What follows belongs to an exercise in optimizing a design on an open flow for small area; a production flow would make more cautious choices.
RTL that was checked went through simulation tests only; none was proved equivalent to the original.

== the reference run ==
// clefia_ks_gfn12
module clefia_ks_gfn12
(
    input  logic               clk,
    input  logic               rst,
    input  logic               start,
    input  logic [127:0]       key,
    output logic [3:0]         Round,
    input  logic [63:0]        CON,
    output logic               busy,
    output logic               done,
    output logic [127:0]       L
);
Size: roughly 260 flip-flops, about 16,000 sq um of cells after synthesis.
==> module clefia_ks_gfn12, before the edit <==
module clefia_ks_gfn12
(
    input  logic               clk,
    input  logic               rst,
    input  logic               start,
    input  logic [127:0]       key,
    output logic [3:0]         Round,
    input  logic [63:0]        CON,
    output logic               busy,
    output logic               done,
    output logic [127:0]       L
);
    logic [127:0] t_q;
    logic [127:0] t_rnd;
    logic [3:0]   round_q;
    logic [127:0] l_q;
    logic         done_q;
    logic         run_c, load_c, last_c;
    assign run_c  = |round_q;
    assign last_c = round_q[3] & round_q[2];
    assign load_c = ~run_c & ~done_q;
    clefia_gfn4_round u_round (
        .t_i    (t_q),
        .rk0_i  (CON[63:32]),
        .rk1_i  (CON[31:0]),
        .t_c_o  (t_rnd)
    );
    always_ff @(posedge clk) begin
        t_q <= ({128{run_c}} & t_rnd) | ({128{load_c}} & key);
    end
    always_ff @(posedge clk) begin
        if (rst) begin
            round_q <= 4'd0;
            done_q  <= 1'b0;
            l_q     <= '0;
        end else begin
            done_q <= last_c;
            if (last_c)
                round_q <= 4'd0;
            else if (run_c)
                round_q <= round_q + 4'd1;
            else if (start && !done_q)
                round_q <= 4'd1;
            if (last_c)
                l_q <= {t_rnd[31:0], t_rnd[127:32]};
        end
    end
    assign Round = round_q;
    assign busy  = run_c;
    assign done  = done_q;
    assign L     = l_q;
endmodule
export LEC_CHECK = 0
export CAP_MARGIN = 20
export CORE_MARGIN = 2
export CORE_UTILIZATION = 60
export CTS_BUF_LIST = sky130_fd_sc_hd__clkbuf_4 sky130_fd_sc_hd__clkbuf_8
export CTS_CLUSTER_DIAMETER = 100
export CTS_CLUSTER_SIZE = 16
export GPL_TIMING_DRIVEN = 0
export SLEW_MARGIN = 20
create_clock -name core_clock -period 8.0 [get_ports {clk}]
standard.sh (not shown) runs the stock make flow with config.mk's settings and CLKGATE_MAP_FILE= SYNTH_SCRIPT=/design/flow/synth_recipe.tcl, a recipe that flattens the netlist after the stock synthesis.
==> flow/flow/run.sh <==
#!/bin/bash
# Layout flow: the standard flow (standard.sh) with
#  - synthesis by flow/synth.tcl: the standard synthesis with its combinational
#    logic mapped for area (registers unchanged; see synth.tcl),
#  - minimum-size buffers (buf_1) on the ports.
# make's full output goes to layout.log here; ORFS's per-step logs stay under orfs/logs.
set -euo pipefail
W=$(pwd)
F=$W/flow
bash standard.sh SYNTH_SCRIPT=$F/synth.tcl \
  "BUFFER_PORTS_ARGS=-buffer_cell sky130_fd_sc_hd__buf_1" \
  finish > $W/layout.log 2>&1
==> flow/flow/area.abc <==
strash; &get -n; &dch; &nf -a -R 1000; &put; topo
==> flow/flow/synth.tcl <==
# The standard synthesis script (synth_recipe.tcl) with three changes that
# touch only the combinational logic:
#  - Yosys's synth runs with -noabc (no intermediate generic ABC pass),
#  - ORFS's half/full-adder extraction (extract_fa) is skipped,
#  - the final ABC technology mapping uses flow/area.abc, an area-oriented
#    script, in place of ORFS's speed script.
# Every register, its name and its cell type are those of the standard synthesis.
set area_abc_script [file join [file dirname [file normalize [info script]]] area.abc]
proc synth {args} { yosys synth -nofsm -noshare -noabc {*}$args }
proc extract_fa {args} { puts "extract_fa skipped" }
proc abc {args} {
  set i [lsearch -exact $args -script]
  if { $i >= 0 } { set args [lreplace $args $i [expr {$i + 1}] -script $::area_abc_script] }
  yosys abc {*}$args
}
source $::env(SCRIPTS_DIR)/synth.tcl
# left out here: clear keep_hierarchy, flatten, clean up, hide names made inside functions, write 1_2_yosys.v
Changes in the trial run relative to the reference run:
--- a/flow/design.v
+++ b/flow/design.v
@@ -511,22 +511,21 @@
     logic [127:0] t_q;
     logic [127:0] t_rnd;
     logic [3:0]   round_q;
     logic [127:0] l_q;
     logic         done_q;
-    logic         run_c, load_c, last_c;
+    logic         run_c, last_c;
     assign run_c  = |round_q;
     assign last_c = round_q[3] & round_q[2];
-    assign load_c = ~run_c & ~done_q;
     clefia_gfn4_round u_round (
         .t_i    (t_q),
         .rk0_i  (CON[63:32]),
         .rk1_i  (CON[31:0]),
         .t_c_o  (t_rnd)
     );
     always_ff @(posedge clk) begin
-        t_q <= ({128{run_c}} & t_rnd) | ({128{load_c}} & key);
+        t_q <= run_c ? t_rnd : key;
     end
     always_ff @(posedge clk) begin
         if (rst) begin
             round_q <= 4'd0;
             done_q  <= 1'b0;
### Flow results
Status: final cycle utilization of the critical path parity (the trial run, the reference run)
In terms of sequential cell area share, the trial run and the reference run differ only marginally.
Summary — final weighted congestion in routability-driven placement, the trial run relative to the reference run: lower, by 1.2%.
[the trial run vs the reference run] ratio of cells with drive above 1 in the final layout: lower in the trial run
~same final area in the reference run and the trial run
Summary of the trial run over the reference run: fraction of area in multi-input gates now larger; worst-case setup margin in the final layout saw a decrease; utilization shrank by 0.18 points.
The RTL of the reference run was laid out without a check of its function.

## separate check: timing with driven ports
In the flow no input, the clock included, has a driving cell. The finished layouts below were timed again as built, in two steps. Step 1 sets driving cells, clkbuf_16 on the clock port and buf_2 on the other inputs (assumed; they add their load-dependent delay and slew). Step 2 times the ports against the registers' clock, not the clock port: input delays grow and output delays shrink by t, the midpoint of the rising clock arrivals with the driver on. a / b / c = ideal / step 1 / step 2; a / b = the first two.
run	t (ns)	setup slack, ns	worst setup path after step 2	worst data-port slew with drivers (ns)	cell pins on the clock port's net
the reference run	0.600	0.453 / 0.477 / -0.123	input to register	0.09	1
the trial run	0.607	0.445 / 0.472 / -0.135	input to register	0.08	1
With both steps, setup timing fails in the reference run and the trial run, where it was met with ideal ports. The setup slack of the trial run, which loses most, moves by +0.027 ns with the drivers and by -0.580 ns with both steps.
